Source: an optimization exercise on an open RTL-to-GDS flow (aim: small area and a short achievable clock period). Production flows keep margins and buffers that such runs may drop. The RTL was checked by simulation tests, not by an equivalence proof against the original design.

==> inputs of trial 86 <==
// offload_hub
module offload_hub (
  input  logic                                                       clk_i,
  input  logic                                                       rst_ni,
  input  logic                                                       acc_qvalid_i,
  output logic                                                       acc_qready_o,
  input  logic [offload_pkg::TargetWidth-1:0]                        acc_qtarget_i,
  input  logic [offload_pkg::IdWidth-1:0]                            acc_qid_i,
  input  logic [offload_pkg::DataWidth-1:0]                          acc_qop_i,
  input  logic [offload_pkg::DataWidth-1:0]                          acc_qarga_i,
  input  logic [offload_pkg::DataWidth-1:0]                          acc_qargb_i,
  output logic                                                       acc_pvalid_o,
  input  logic                                                       acc_pready_i,
  output logic [offload_pkg::IdWidth-1:0]                            acc_pid_o,
  output logic [offload_pkg::DataWidth-1:0]                          acc_pdata_o,
  output logic                                                       acc_perror_o,
  output logic [offload_pkg::NumExt-1:0]                             ext_qvalid_o,
  input  logic [offload_pkg::NumExt-1:0]                             ext_qready_i,
  output logic [offload_pkg::IdWidth-1:0]                            ext_qid_o,
  output logic [offload_pkg::DataWidth-1:0]                          ext_qop_o,
  output logic [offload_pkg::DataWidth-1:0]                          ext_qarga_o,
  output logic [offload_pkg::DataWidth-1:0]                          ext_qargb_o,
  input  logic [offload_pkg::NumExt-1:0]                             ext_pvalid_i,
  output logic [offload_pkg::NumExt-1:0]                             ext_pready_o,
  input  logic [offload_pkg::NumExt-1:0][offload_pkg::IdWidth-1:0]   ext_pid_i,
  input  logic [offload_pkg::NumExt-1:0][offload_pkg::DataWidth-1:0] ext_pdata_i,
  input  logic [offload_pkg::NumExt-1:0]                             ext_perror_i
);
export LEC_CHECK = 0
export CAP_MARGIN = 20
export CORE_MARGIN = 2
export CORE_UTILIZATION = 70
export CTS_BUF_LIST = sky130_fd_sc_hd__clkbuf_16
export CTS_CLUSTER_DIAMETER = 60
export CTS_CLUSTER_SIZE = 24
export PLACE_DENSITY = 0.8
export SETUP_SLACK_MARGIN = 3.1
export SLEW_MARGIN = 20
export SYNTH_HIERARCHICAL = 1
export SYNTH_MINIMUM_KEEP_SIZE = 0
create_clock -name core_clock -period 7.0 [get_ports {clk_i}]
standard.sh (not shown) runs the stock make flow with config.mk's settings and CLKGATE_MAP_FILE= SYNTH_SCRIPT=/design/flow/synth_recipe.tcl, a recipe that flattens the netlist after the stock synthesis.
==> flow/flow/run.sh <==
#!/bin/bash
# Standard layout, with the port buffers inserted as plain buffers
# (resizable later) instead of the default delay cells.
set -euo pipefail
bash standard.sh synth > synth.log 2>&1
export BUFFER_PORTS_ARGS="-buffer_cell sky130_fd_sc_hd__buf_1"
bash standard.sh finish > layout.log 2>&1
==> build 40: changes against trial 86 <==
--- a/flow/design.v
+++ b/flow/design.v
@@ -31,25 +31,10 @@
     KindWrite   = 2'd1,
     KindIllegal = 2'd2
   } cfg_kind_e;
 endpackage
 `timescale 1ns/10ps
-module offload_cfg_dec (
-  input  logic [offload_pkg::CfgAddrWidth-1:0]                       addr_i,
-  output logic [offload_pkg::NumSsrs*offload_pkg::NumCfgRegs-1:0]    hit_o
-);
-  always_comb begin
-    for (int s = 0; s < offload_pkg::NumSsrs; s++) begin
-      for (int r = 0; r < offload_pkg::NumCfgRegs; r++) begin
-        hit_o[s*offload_pkg::NumCfgRegs + r] =
-            (addr_i[offload_pkg::SsrIdxWidth-1:0] == offload_pkg::SsrIdxWidth'(s)) &&
-            (addr_i[offload_pkg::CfgAddrWidth-1:offload_pkg::SsrIdxWidth] == offload_pkg::RegIdxWidth'(r));
-      end
-    end
-  end
-endmodule
-`timescale 1ns/10ps
 module offload_arb_mask (
   input  logic [offload_pkg::NumRsp-1:0]                             rr_i,     
   output logic [offload_pkg::NumRsp-1:0][offload_pkg::NumRsp-1:0]    blk_o     
 );
   localparam int unsigned N = offload_pkg::NumRsp;
@@ -64,59 +49,24 @@
         end
       end
     end
   end
 endmodule
-module offload_arb_free (
-  input  logic [offload_pkg::NumExt-1:0]                             valid_i,
-  input  logic [offload_pkg::NumRsp-1:0][offload_pkg::NumExt-1:0]    blk_i,
-  output logic [offload_pkg::NumRsp-1:0][offload_pkg::NumExt-1:0]    free_o
-);
-  for (genvar i = 0; i < offload_pkg::NumRsp; i++) begin : g_row
-    for (genvar j = 0; j < offload_pkg::NumExt; j++) begin : g_col
-      if (i == j) begin : g_self
-        assign free_o[i][j] = 1'b1;
-      end else begin : g_other
-        offload_nand2 i_nand (
-          .a_i (valid_i[j]),
-          .b_i (blk_i[i][j]),
-          .y_o (free_o[i][j])
-        );
-      end
-    end
-  end
-endmodule
 module offload_arb_sel (
   input  logic [offload_pkg::NumExt-1:0]                             valid_i,
   input  logic [offload_pkg::NumRsp-1:0]                             en_i,
-  input  logic [offload_pkg::NumRsp-1:0][offload_pkg::NumExt-1:0]    free_i,
+  input  logic [offload_pkg::NumRsp-1:0][offload_pkg::NumExt-1:0]    blk_i,
   output logic [offload_pkg::NumRsp-1:0]                             sel_o
 );
   always_comb begin
     for (int i = 0; i < offload_pkg::NumRsp; i++) begin
-      sel_o[i] = en_i[i] & (&free_i[i]);
+      sel_o[i] = en_i[i] & ~|(valid_i & blk_i[i]);
       if (i < offload_pkg::NumExt) begin
         sel_o[i] = sel_o[i] & valid_i[i];
       end
     end
   end
-endmodule
-module offload_nand2 (
-  input  logic a_i,
-  input  logic b_i,
-  output logic y_o
-);
-  assign y_o = ~(a_i & b_i);
-endmodule
-module offload_aoi22 (
-  input  logic a0_i,
-  input  logic b0_i,
-  input  logic a1_i,
-  input  logic b1_i,
-  output logic y_no
-);
-  assign y_no = ~((a0_i & b0_i) | (a1_i & b1_i));
 endmodule
 `timescale 1ns/10ps
 module offload_hub (
   input  logic                                                       clk_i,
   input  logic                                                       rst_ni,
@@ -174,45 +124,31 @@
   localparam int unsigned NGrp  = 4;                
   localparam int unsigned GrpW  = (PW + NGrp - 1) / NGrp;
   logic [NGrp:0][NumRsp-1:0]      sel_c;            
   logic [NumRsp-1:0][PW-1:0]      pay;
   logic [PW-1:0]                  pay_o;
-  logic [NumRsp-1:0][NumRsp-2:0]  free;
-  offload_arb_free i_arb_free (
-    .valid_i (ext_pvalid_i),
-    .blk_i   (blk),
-    .free_o  (free)
-  );
   for (genvar c = 0; c <= NGrp; c++) begin : g_sel
     offload_arb_sel i_arb_sel (
       .valid_i (ext_pvalid_i),
       .en_i    (en),
-      .free_i  (free),
+      .blk_i   (blk),
       .sel_o   (sel_c[c])
     );
   end
   assign sel = sel_c[NGrp];
   assign acc_pvalid_o = |sel;
   always_comb begin
     for (int i = 0; i < offload_pkg::NumExt; i++) begin
       pay[i] = {ext_perror_i[i], ext_pid_i[i], ext_pdata_i[i]};
     end
     pay[4] = {rsp_error_q, rsp_id_q, rsp_data_q};
-  end
-  for (genvar b = 0; b < PW; b++) begin : g_pay
-    logic y01_n, y23_n;
-    offload_aoi22 i_ao01 (
-      .a0_i (sel_c[b / GrpW][0]), .b0_i (pay[0][b]),
-      .a1_i (sel_c[b / GrpW][1]), .b1_i (pay[1][b]),
-      .y_no (y01_n)
-    );
-    offload_aoi22 i_ao23 (
-      .a0_i (sel_c[b / GrpW][2]), .b0_i (pay[2][b]),
-      .a1_i (sel_c[b / GrpW][3]), .b1_i (pay[3][b]),
-      .y_no (y23_n)
-    );
-    assign pay_o[b] = ~(y01_n & y23_n & ~(sel_c[b / GrpW][4] & pay[4][b]));
+    for (int b = 0; b < PW; b++) begin
+      pay_o[b] = 1'b0;
+      for (int i = 0; i < NumRsp; i++) begin
+        pay_o[b] = pay_o[b] | (pay[i][b] & sel_c[b / GrpW][i]);
+      end
+    end
   end
   assign {acc_perror_o, acc_pid_o, acc_pdata_o} = pay_o;
   assign ext_pready_o = sel[3:0] & {4{acc_pready_i}};
   logic                           stall;
   logic                           xfer;
@@ -252,10 +188,11 @@
   logic        cfg_valid;
   logic        accept;
   logic [2:0]  f3;
   logic        legal;
   logic        is_write;
+  logic [11:0] addr;
   logic [NumW-1:0] hit;
   assign cfg_ready   = ~rsp_valid_q | (sel[4] & acc_pready_i);
   assign rsp_valid_d = cfg_ready ? cfg_valid : rsp_valid_q;
   assign cfg_valid = acc_qvalid_i & acc_qtarget_i[2];
   assign accept    = cfg_valid & cfg_ready;
@@ -270,21 +207,18 @@
   end
   assign f3       = acc_qop_i[14:12];
   assign legal    = (acc_qtarget_i == 3'd4) && (acc_qop_i[6:0] == offload_pkg::SsrCfgOpcode) &&
                     (f3[1] ^ f3[0]);
   assign is_write = f3[1];
-  logic [NumW-1:0] hit_imm;
-  logic [NumW-1:0] hit_reg;
-  offload_cfg_dec i_dec_imm (
-    .addr_i (acc_qop_i[31:20]),
-    .hit_o  (hit_imm)
-  );
-  offload_cfg_dec i_dec_reg (
-    .addr_i (acc_qargb_i[11:0]),
-    .hit_o  (hit_reg)
-  );
-  assign hit = {NumW{legal}} & (f3[2] ? hit_reg : hit_imm);
+  assign addr     = f3[2] ? acc_qargb_i[11:0] : acc_qop_i[31:20];
+  always_comb begin
+    for (int s = 0; s < offload_pkg::NumSsrs; s++) begin
+      for (int r = 0; r < offload_pkg::NumCfgRegs; r++) begin
+        hit[s*offload_pkg::NumCfgRegs + r] = legal && (addr[4:0] == 5'(s)) && (addr[11:5] == 7'(r));
+      end
+    end
+  end
   logic [DW-1:0] old_data;
   always_comb begin
     old_data = '0;
     for (int k = 0; k < NumW; k++) begin
       old_data = old_data | (cfg_q[k] & {DW{hit[k]}});
==> flow/flow/run.sh (replaced) <==
#!/bin/bash
# Standard layout, with the port buffers inserted as plain buffers
# (resizable later) instead of the default delay cells.
set -euo pipefail
bash standard.sh synth > synth.log 2>&1
export BUFFER_PORTS_ARGS="-buffer_cell sky130_fd_sc_hd__buf_2"
bash standard.sh finish > layout.log 2>&1
CORE_UTILIZATION = 65   (was 70)
CTS_BUF_LIST = sky130_fd_sc_hd__clkbuf_8   (was sky130_fd_sc_hd__clkbuf_16)
CTS_CLUSTER_DIAMETER = not set   (was 60)
CTS_CLUSTER_SIZE = not set   (was 24)
PLACE_DENSITY = 0.75   (was 0.8)
SETUP_SLACK_MARGIN = 3.2   (was 3.1)
==> comparison table <==
quantity                                                                     trial 86                 build 40
Setup slack of the critical path after layout                                2.826 ns                 2.595 ns
Outcome                                                       complete, no violations  complete, no violations
Critical R2R Capture                                                    cfg_q[21][18]             cfg_q[8][11]
First-pass GRT wire length                                                   154.3 mm                 179.9 mm
Layout Cell Area excl Fill                                                0.03836 mm2              0.04080 mm2
H-Tree Depth                                                                        2                        4
Detailed-placement wirelength estimate                                       71.33 mm                 81.99 mm
Clock buffer cells                                                                 45                      134
Starting utilization of the core area                                          71.11%                   65.75%
Count of cells along the worst register-to-register path                            8                       10
Via count of the first global-routing pass                                     22,182                   24,086
Mean cell area of the mapped netlist                                        15.89 um2                16.31 um2
Maximum number of pins on one net before global-route repair                       48                       52

-- static timing again, ports no longer ideal --
The flow's constraints put no driver on any port. The routed layouts listed below were extracted and timed again, unchanged, in two steps. Step 1 assumes that a clkbuf_16 drives the clock port and a buf_2 every other input. Step 2 adds t to the input delays and takes it off the output delays; t is the mean of the earliest and latest rising clock arrival at the registers after step 1. Input paths then give back, and output paths get back, about the clock's delay inside the block. Three values: ideal, step 1, step 2; two values: the first two.
run	t (ns)	slack for setup (ns)	worst hold slack (ns)	worst setup path after step 2	worst slew at a driven data input, ns
trial 86	0.661	2.826 / 2.858 / 2.197	0.587 / 0.587 / 0.587	input to register	0.12
build 40	0.861	2.595 / 2.350 / 2.216	0.535 / 0.535 / 0.535	input to register	0.27
After both steps setup and hold are still met in every run listed. The setup slack of trial 86, which loses most, moves by +0.032 ns with the drivers and by -0.629 ns with both steps.
